Source: an optimization exercise on an open RTL-to-GDS flow (aim: small area, a short achievable clock period and few clock cycles). Production flows keep margins and buffers that such runs may drop. RTL that was checked went through simulation tests only; none was proved equivalent to the original. Power is estimated from default activity; no workload was simulated.

==> module burst_req_fsm, before the edit <==
module burst_req_fsm (
    input  logic                     clk,
    input  logic                     rst_n,
    input  mem_burst_pkg::line_req_t icache_req,
    input  mem_burst_pkg::line_req_t dcache_req,
    input  logic                     bmem_ready,
    input  logic                     bmem_rvalid,
    input  logic                     wr_last,         
    output mem_burst_pkg::addr_t     bmem_addr,
    output logic                     bmem_read,
    output logic                     bmem_write,
    output logic                     wr_advance,      
    output logic [2:0]               rd_slot_oh,      
    output logic                     icache_resp_pulse,
    output logic                     dcache_resp_pulse
);
    logic rd_arm;      
    logic rd_busy;     
    logic wr_busy;     
    logic sel_dcache;  
    logic sel_icache;  
    logic rd_last_i, rd_last_d;
    logic rd_advance;
    logic idle;
    logic rd_done, wr_done, done;
    logic dcache_want, icache_want;
    logic pick_d, pick_i;
    assign dcache_want = dcache_req.read || dcache_req.write;
    assign icache_want = icache_req.read;                       
    assign idle       = !(rd_arm || rd_busy || wr_busy);
    assign rd_advance = rd_busy && bmem_rvalid;
    assign wr_advance = wr_busy && bmem_ready;
    assign rd_done    = (rd_last_i || rd_last_d) && bmem_rvalid;    
    assign wr_done    = wr_last && bmem_ready;                      
    assign done       = rd_done || wr_done;
    assign pick_d = dcache_want && (idle || (done && !sel_dcache));
    assign pick_i = icache_want && ((idle && !dcache_want) || (done && sel_dcache));
    always_ff @(posedge clk) begin
        if (!rst_n) begin
            rd_arm  <= 1'b0;
            rd_busy <= 1'b0;
            wr_busy <= 1'b0;
        end else if (pick_d || pick_i) begin
            rd_arm  <= pick_i || !dcache_req.write;
            rd_busy <= 1'b0;
            wr_busy <= pick_d && dcache_req.write;              
        end else begin
            if (rd_arm && bmem_ready) begin
                rd_arm  <= 1'b0;
                rd_busy <= 1'b1;
            end
            if (rd_done) rd_busy <= 1'b0;
            if (wr_done) wr_busy <= 1'b0;
        end
    end
    always_ff @(posedge clk) begin
        if (pick_d || pick_i) begin
            sel_dcache <= pick_d;
            sel_icache <= pick_i;
        end
    end
    always_ff @(posedge clk) begin
        if (!rst_n) begin
            rd_slot_oh <= 3'b001;
            rd_last_i  <= 1'b0;
            rd_last_d  <= 1'b0;
        end else if (rd_advance) begin
            rd_slot_oh <= {rd_slot_oh[1:0], rd_last_i || rd_last_d};
            rd_last_i  <= rd_slot_oh[2] && !sel_dcache;
            rd_last_d  <= rd_slot_oh[2] && sel_dcache;
        end
    end
    assign bmem_addr  = ({mem_burst_pkg::ADDR_W{sel_dcache}} & dcache_req.addr)
                      | ({mem_burst_pkg::ADDR_W{sel_icache}} & icache_req.addr);
    assign bmem_read  = rd_arm && bmem_ready;                   
    assign bmem_write = wr_busy;
    assign icache_resp_pulse = rd_last_i && bmem_rvalid;
    assign dcache_resp_pulse = (rd_last_d && bmem_rvalid) || wr_done;
endmodule
clock: 5.0 ns
lec_check: 0
cap_margin: 20
core_area: 10 10 370 370
die_area: 0 0 380 380
place_density: 0.4
setup_slack_margin: 2.2
slew_margin: 20
standard.sh (not shown) runs the stock make flow with config.mk's settings and CLKGATE_MAP_FILE= SYNTH_SCRIPT=/design/flow/synth_recipe.tcl, a recipe that flattens the netlist after the stock synthesis.
==> flow/flow/run.sh <==
#!/bin/bash
# Standard layout with two changes: a fixed pin plan (written by flow/pins.py and sourced
# at the end of floorplan through ORFS's IO_CONSTRAINTS hook) that keeps each bit slice's
# ports together, and buf_1 as the port buffer instead of the resizer's default pick.
set -euo pipefail
python3 flow/pins.py 380 > pins.tcl 2> pins.log
export IO_CONSTRAINTS="$PWD/pins.tcl"
export BUFFER_PORTS_ARGS="-buffer_cell sky130_fd_sc_hd__buf_1"
bash standard.sh > flow_standard.log 2>&1
Other scripts of this flow, unchanged in this note and not shown: flow/flow/pins.py
Rerun with:
--- a/flow/design.v
+++ b/flow/design.v
@@ -83,9 +83,8 @@
     logic rd_arm;      
     logic rd_busy;     
     logic wr_busy;     
     logic sel_dcache;  
-    logic sel_icache;  
     logic rd_last_i, rd_last_d;
     logic rd_advance;
     logic idle;
     logic rd_done, wr_done, done;
@@ -119,12 +118,9 @@
             if (wr_done) wr_busy <= 1'b0;
         end
     end
     always_ff @(posedge clk) begin
-        if (pick_d || pick_i) begin
-            sel_dcache <= pick_d;
-            sel_icache <= pick_i;
-        end
+        if (pick_d || pick_i) sel_dcache <= pick_d;
     end
     always_ff @(posedge clk) begin
         if (!rst_n) begin
             rd_slot_oh <= 3'b001;
@@ -135,10 +131,9 @@
             rd_last_i  <= rd_slot_oh[2] && !sel_dcache;
             rd_last_d  <= rd_slot_oh[2] && sel_dcache;
         end
     end
-    assign bmem_addr  = ({mem_burst_pkg::ADDR_W{sel_dcache}} & dcache_req.addr)
-                      | ({mem_burst_pkg::ADDR_W{sel_icache}} & icache_req.addr);
+    assign bmem_addr  = sel_dcache ? dcache_req.addr : icache_req.addr;
     assign bmem_read  = rd_arm && bmem_ready;                   
     assign bmem_write = wr_busy;
     assign icache_resp_pulse = rd_last_i && bmem_rvalid;
     assign dcache_resp_pulse = (rd_last_d && bmem_rvalid) || wr_done;
Effect:
- synthesized area increases slightly
- clock power stays flat
- design area barely changes
- via count decreases slightly
- setup slack improved by 0.028 ns
- die area does not change
- sequential share of layout area decreases by 0.30 points
- count of clock-buffer cells in the layout decreases by 1
- total power hardly moves
- flip-flop and latch count decreases by 1
- wire length decreases slightly
- clock skew increases by 0.017 ns
- final cell count hardly moves
Testbench counts after the change, summed over its fixed seeds: cycles 13,461.
No functional check of the RTL was part of the first run of this note.

[afterwards: timing with drivers on the ports]
Ports are ideal in the flow. The routed layouts listed here were re-timed in OpenROAD. Step 1 (the two cells are an assumption about what drives the block):
set clk [get_ports {clk}]
set_driving_cell -lib_cell sky130_fd_sc_hd__clkbuf_16 $clk
set_driving_cell -lib_cell sky130_fd_sc_hd__buf_2 [delete_from_list [all_inputs] $clk]
Step 2 adds t to the input delays and takes it off the output delays; t is the mean of the earliest and latest rising clock arrival at the registers after step 1. Input paths then give back, and output paths get back, about the clock's delay inside the block. Three values: no drivers, after step 1, after step 2; two values: the first two.
| run | t, ns | slack for setup (ns) | hold WS [ns] | worst setup path at the end | clock arrival spread, ns |
|---|---|---|---|---|---|
| the first run | 0.619 | 2.258 / 2.216 / 2.158 | 0.478 / 0.478 / 0.478 | input to register | 0.015 / 0.015 |
| the second run | 0.619 | 2.286 / 2.248 / 2.011 | 0.492 / 0.492 / 0.492 | input to register | 0.033 / 0.033 |
After both steps setup and hold are still met in every run listed. For the second run, which loses most, drivers alone change the setup slack by -0.038 ns; drivers and shift together by -0.275 ns.
